What follows belongs to an exercise in optimizing a design on an open flow for small area and a short achievable clock period; a production flow would make more cautious choices. In this exercise RTL edits were held to simulation tests only and were not proved equivalent to the original.

File: flow/run.sh
#!/bin/bash
# synth_recipe.tcl (not shown) runs the flow's synth.tcl, then flattens the netlist and writes it again
# the make line also repeats each setting of config.mk as NAME=value (left out here)
make -C /OpenROAD-flow-scripts/flow DESIGN_CONFIG=/design/flow/config.mk WORK_HOME=/design/flow/orfs CLKGATE_MAP_FILE= SYNTH_SCRIPT=/design/flow/synth_recipe.tcl finish
File: flow/config.mk
export PLATFORM = sky130hd
export DESIGN_NAME = md_unit
export DESIGN_NICKNAME = md_unit
export VERILOG_FILES = /design/flow/design.v
export SDC_FILE = /design/flow/constraint.sdc
export NUM_CORES = 4
export LEC_CHECK = 0
export CAP_MARGIN = 20
export CORE_MARGIN = 2
export CORE_UTILIZATION = 40
export SLEW_MARGIN = 20
File: flow/constraint.sdc
create_clock -name core_clock -period 100.0 [get_ports {clk}]
set_input_delay 20.0000 -clock core_clock [delete_from_list [all_inputs] [get_ports {clk}]]
set_output_delay 20.0000 -clock core_clock [all_outputs]
set_load 0.01 [all_outputs]
File: flow/design.v
package mips_defs;
    typedef enum logic [2:0] {
        MD_NONE  = 3'd0,
        MD_MULT  = 3'd1,
        MD_MULTU = 3'd2,
        MD_DIV   = 3'd3,
        MD_DIVU  = 3'd4,
        MD_MTHI  = 3'd5,
        MD_MTLO  = 3'd6
    } md_op_e;
endpackage
module md_add36 (
    input  logic [35:0] x,
    input  logic [35:0] y,
    input  logic        ci,
    output logic [35:0] s
);
    logic [36:0] g, p;
    logic [35:0] h;
    always_comb begin
        g[0] = ci;
        p[0] = 1'b0;
        for (int i = 0; i < 36; i++) begin
            g[i+1] = x[i] & y[i];
            p[i+1] = x[i] ^ y[i];
            h[i]   = x[i] ^ y[i];
        end
        for (int l = 1; l < 37; l = l * 2)
            for (int i = 2 * l - 1; i < 37; i += 2 * l) begin
                g[i] = g[i] | (p[i] & g[i-l]);
                p[i] = p[i] & p[i-l];
            end
        for (int l = 32; l >= 1; l = l / 2)
            for (int i = 3 * l - 1; i < 37; i += 2 * l) begin
                g[i] = g[i] | (p[i] & g[i-l]);
                p[i] = p[i] & p[i-l];
            end
        for (int i = 0; i < 36; i++) s[i] = h[i] ^ g[i];
    end
endmodule
module md_step (
    input  logic        dv,       
    input  logic [35:0] u,
    input  logic [32:0] ms,       
    input  logic        nz,
    input  logic        two,
    input  logic        neg,
    input  logic        qin,      
    output logic [35:0] s,        
    output logic        q,        
    output logic [35:0] un        
);
    logic [35:0] m36, y;
    assign m36 = {{3{ms[32]}}, ms};
    assign y   = ((two ? {m36[34:0], 1'b0} : m36) & {36{nz}}) ^ {36{neg}};
    md_add36 u_add (.x(u), .y(y), .ci(neg), .s(s));
    assign q  = ~s[35];
    always_comb begin
        if (dv) un = {3'b000, (q ? s[31:0] : u[31:0]), qin};
        else    un = {{2{s[35]}}, s[35:2]};
    end
endmodule
module md_unit (
    input  logic        clk,
    input  logic        reset,
    input  logic        start,
    input  logic        cancel,
    input  logic [2:0]  op,
    input  logic [31:0] a,
    input  logic [31:0] b,
    output logic        busy,
    output logic [31:0] hi,
    output logic [31:0] lo
);
    logic        accept;
    logic        dv;        
    logic        sg;        
    logic [3:0]  cnt;       
    logic        bprev;     
    logic [31:0] m;         
    logic [35:0] ph;        
    logic [31:0] pl;        
    assign accept = start && !cancel && !busy;
    logic        first, last;
    assign first = (cnt == 4'd0);
    assign last  = dv ? (cnt == 4'd9) : (cnt == 4'd4);
    logic [32:0] ms;
    logic        a_neg, b_neg, div_zero;
    assign ms       = {sg & m[31], m};
    assign b_neg    = sg & m[31];
    assign div_zero = (m == 32'd0);
    logic aneg_r;
    assign a_neg = first ? (sg & pl[31]) : aneg_r;
    logic        negq_en;
    logic [31:0] pl_neg;
    assign negq_en = first ? a_neg : (aneg_r ^ b_neg);
    assign pl_neg  = (pl ^ {32{negq_en}}) + {31'd0, negq_en};
    logic [31:0] rem_neg;
    assign rem_neg = (ph[32:1] ^ {32{aneg_r}}) + {31'd0, aneg_r};
    logic [3:0] nz, two, neg, qin;
    always_comb begin
        for (int j = 0; j < 4; j++) begin
            logic b2, b1, b0;
            b2 = pl[2*j+1];
            b1 = pl[2*j];
            b0 = (j == 0) ? bprev : pl[2*j-1];
            if (dv) begin
                nz[j]  = 1'b1;
                two[j] = 1'b0;
                neg[j] = ~b_neg;
            end else if (cnt == 4'd4) begin
                nz[j]  = (j == 0) & ~sg & bprev;
                two[j] = 1'b0;
                neg[j] = 1'b0;
            end else begin
                nz[j]  = (b1 ^ b0) | (b2 ^ b1);
                two[j] = ~(b1 ^ b0);
                neg[j] = b2 & ~(b1 & b0);
            end
            qin[j] = pl[30-j];
        end
    end
    logic [35:0] u [0:4];
    logic [35:0] s [0:3];
    logic [3:0]  q;
    assign u[0] = ph;
    for (genvar j = 0; j < 4; j++) begin : g_step
        md_step u_step (
            .dv(dv), .u(u[j]), .ms(ms), .nz(nz[j]), .two(two[j]), .neg(neg[j]),
            .qin(qin[j]), .s(s[j]), .q(q[j]), .un(u[j+1])
        );
    end
    always_ff @(posedge clk) begin
        if (reset) begin
            busy <= 1'b0;
            hi   <= '0;
            lo   <= '0;
        end else begin
            if (accept) begin
                case (op)
                    3'd1, 3'd2, 3'd3, 3'd4: busy <= 1'b1;
                    3'd5: hi <= a;
                    3'd6: lo <= a;
                    default: ;
                endcase
            end
            if (busy && last) begin
                busy <= 1'b0;
                if (!dv) begin
                    hi <= s[0][31:0];
                    lo <= pl;
                end else if (!div_zero) begin
                    hi <= rem_neg;
                    lo <= pl_neg;
                end
            end
        end
    end
    always_ff @(posedge clk) begin
        if (!busy) begin
            m     <= b;
            pl    <= a;
            ph    <= '0;
            cnt   <= '0;
            bprev <= 1'b0;
            dv    <= op[2] | (op[1] & op[0]);    
            sg    <= (op == 3'd1) || (op == 3'd3);
        end else begin
            cnt <= cnt + 4'd1;
            if (dv) begin
                if (first) begin
                    aneg_r <= a_neg;
                    pl     <= pl_neg;
                    ph     <= {35'd0, pl_neg[31]};
                end else begin
                    ph <= u[4];
                    pl <= {pl[27:0], q[0], q[1], q[2], q[3]};
                end
            end else begin
                ph    <= u[4];
                pl    <= {s[3][1:0], s[2][1:0], s[1][1:0], s[0][1:0], pl[31:8]};
                bprev <= pl[7];
            end
        end
    end
endmodule
==> results.txt <==
## state kept, by name, summed over array words and instances, names as in the netlist
signal	count
lo	32
bprev	1
cnt	4
hi	32
aneg_r	1
busy	1
pl	32
ph	34
sg	1
dv	1
m	32
## metal layers
metal / vias up / wire length, um
met4: 0 / 5353
met3: 238 / 6542
li1: 10900 / -
met1: 11380 / 38870
met2: 1047 / 42140
met5: - / 0
## cell type report
cell class	instances	area [um2]
Fill cell	5676	31160
Clock buffer	19	464.2
Inverter	142	535.5
Tap cell	756	945.9
Clock inverter	12	128.9
Timing Repair Buffer	196	1804
Sequential cell	171	3775
Multi-Input combinational cell	2572	17460
## worst max path at each step
stage                     start      to  slack, ns
final                     op[2]  hi[11]      77.72
after global routing      op[2]  hi[13]      77.52
after CTS                 op[2]  hi[11]      77.77
after detailed placement  op[2]  hi[11]      77.23
after global placement    op[2]  hi[18]      77.49
after floorplan           start  hi[23]      77.84
## stage by stage
step / util (%) / area [um2]
floorplan: - / 22690
global placement: 43.57 / 24520
detailed placement: 43.57 / 24520
CTS: 44.63 / 25120
global route: 44.63 / 25120
finish: 44.63 / 25120
## layout by cell type, fill, tap and decap left out, types with 50 or more instances in the layout
cell,netlist,routed
nand2_1,435,434
buf_4,3,61
xor2_1,144,144
dfxtp_1,136,135
nor2_1,257,253
nor3_1,61,57
xnor2_1,167,167
clkdlybuf4s50_1,0,134
ha_1,143,143
a21o_1,71,71
inv_1,142,140
mux2i_1,115,115
fa_1,64,64
nand3_1,50,50
a21oi_1,379,375
o21ai_0,158,158
## kinds of logic (layout without fill, tap and decap cells)
group,Yosys count,count (layout)
AOI/OAI and AO/OA,941,941
xor gates and xnor gates,312,312
adders and majority gates,210,210
buffers and inverters,408,369
DFF,171,171
muxes,128,128
and+or+nand+nor,981,981
==> impl_metrics.json <==
{
  "yosysWarnings": 6,
  "ys_seq_elements": 171,
  "reg2reg_depth": 62,
  "finalNetCount": 3378,
  "crit_type": "input port to flip-flop",
  "io_buffers": 135,
  "route.detailed.drc": 0,
  "cts_tree": "built",
  "synth_compound_area_share_pct": 25.86,
  "grt_busiest_layer": "met2",
  "area_growth_pct": 10.69,
  "period_minus_slack_ns": 22.28,
  "crit_family": "buffers and inverters",
  "synth.most_common_cell": "nand2_1",
  "cts_setup_buffers": 0,
  "synth_top_family_by_area": "compound AO/OA/AOI/OAI gates",
  "dp_hpwl_um": 69410,
  "skew_ns": 0.01940,
  "grt_max_degree": 94,
  "antenna_found_initial": 0,
  "initial_core_util_pct": 40.32,
  "post-route-period-util_pct": 22.28,
  "fin_cells": 3868,
  "cp_slowest_cell": "clkdlybuf4s50_1",
  "initialDrtViolationCount": 2490,
  "drt_first_pass_iters": 6,
  "cts_buffer_depth": 2,
  "synth_xor_area_share_pct": 12.08,
  "cp.depth": 8,
  "max_freq_mhz": 44.88,
  "die_area_mm2": 0.05864,
  "use_met2_pct": 50.27,
  "vias": 23570,
  "hold_violations": 0,
  "synth.avg_cell_area_um2": 7.201,
  "yosysUniqueCellTypes": 94,
  "synth_nets": 3429,
  "syn_area_mm2": 0.02269,
  "met3_usage_pct": 4.719,
  "rows": 87,
  "drtAntennaViolNets": 0,
  "r2r-start": "cnt[0]",
  "synth_cells": 3151,
  "drv_cap": 0,
  "pre_cts_slack_ns": 77.23,
  "synthTopCellsByArea": "dfxtp_1, a21oi_1, ha_1",
  "critPathMaxStageDelay_ns": 0.54,
  "hold-worst-slack_ns": 0.4766,
  "synth-seq-area-share_pct": 16.63,
  "grt-ovfl-total": 0,
  "drive_gt1_share_pct": 5.238,
  "hold-path-endpoint": "cnt[0]",
  "viasPerCell": 6.093,
  "synth_edf_count": 35,
  "routabilityCongestion": 0.9673,
  "synthSimpleGateAreaFrac_pct": 19.18,
  "ys.flop_type": "dfxtp_1",
  "cts.sinks": 171,
  "path_cells": "clkdlybuf4s50_1 -> nor4bb_1 -> and3b_2 -> buf_4 -> mux2i_1 -> a22oi_1 -> nor2_1 -> a2111oi_0",
  "core_region_area_mm2": 0.05628,
  "clkTransAtPathRegs_ns": 0.08,
  "crit_path_start_kind": "input port",
  "place_inst": 3837,
  "hold_buffers": 0,
  "worst_pin_slew_ns": 1.217,
  "synth-adder-area-share_pct": 13.66,
  "track_usage_pct": 31.12,
  "worstSkewPairLatency_ns": 0.51,
  "io_pins": 136,
  "worstHoldStart": "cnt[0]",
  "rsz0062_at_grt": "false",
  "first_global_vias": 22610,
  "tritoncts.num_buffers": 17,
  "clockRootBuffer": "clkbuf_16",
  "max_slew_margin_pct": 18.55,
  "worst_slack_ns": 77.72,
  "required_ns": 100.36,
  "status": "finished clean",
  "htreeDepth": 4,
  "crit_fanout": 31,
  "netlist_top_cells_count": "nand2_1, a21oi_1, nor2_1, clkbuf_1, xnor2_1",
  "fin_setup_tns_ns": 0,
  "grt_pass1_wl_um": 140600,
  "slew_violations": 0,
  "whs_path_depth": 1,
  "hp-class": "flip-flop to flip-flop",
  "routed_wl_um": 92910,
  "reg2reg_to": "ph[30]",
  "die_y_um": 242.2,
  "cts_resized": 0,
  "cp-end-kind": "flip-flop",
  "synth_area_leader_cell": "dfxtp_1",
  "synthMuxAreaShare_pct": 5.719,
  "die_w_um": 242.2,
  "routedWlPerCell_um": 24.02,
  "critPathArrivalTime_ns": 22.64,
  "netlist.area_leader.share_pct": 12.00,
  "antennaDiodeCount": 0,
  "reg2reg_slack_ns": 80.67,
  "grtUsageMet1_pct": 39.63,
  "async_reset_ff_share_pct": 0,
  "final-setup-viol-count": 0,
  "critPathBufInv": 2
}

## re-timing with driven ports
The flow's constraints put no driver on any port. The routed layout listed below was extracted and timed again, unchanged, in two steps. Step 1 assumes that a clkbuf_16 drives the clock port and a buf_2 every other input. Step 2 times the ports against the registers' clock, not the clock port: input delays grow and output delays shrink by t, the midpoint of the rising clock arrivals with the driver on. Slacks: ideal / step 1 / step 2; pairs: ideal / step 1.
shift t [ns]: 0.559
setup WS [ns]: 77.719 / 77.759 / 77.200
pins driven straight from the clock port: 1
After both steps setup and hold are still met in this run. The setup slack of this run moves by +0.040 ns with the drivers and by -0.519 ns with both steps.
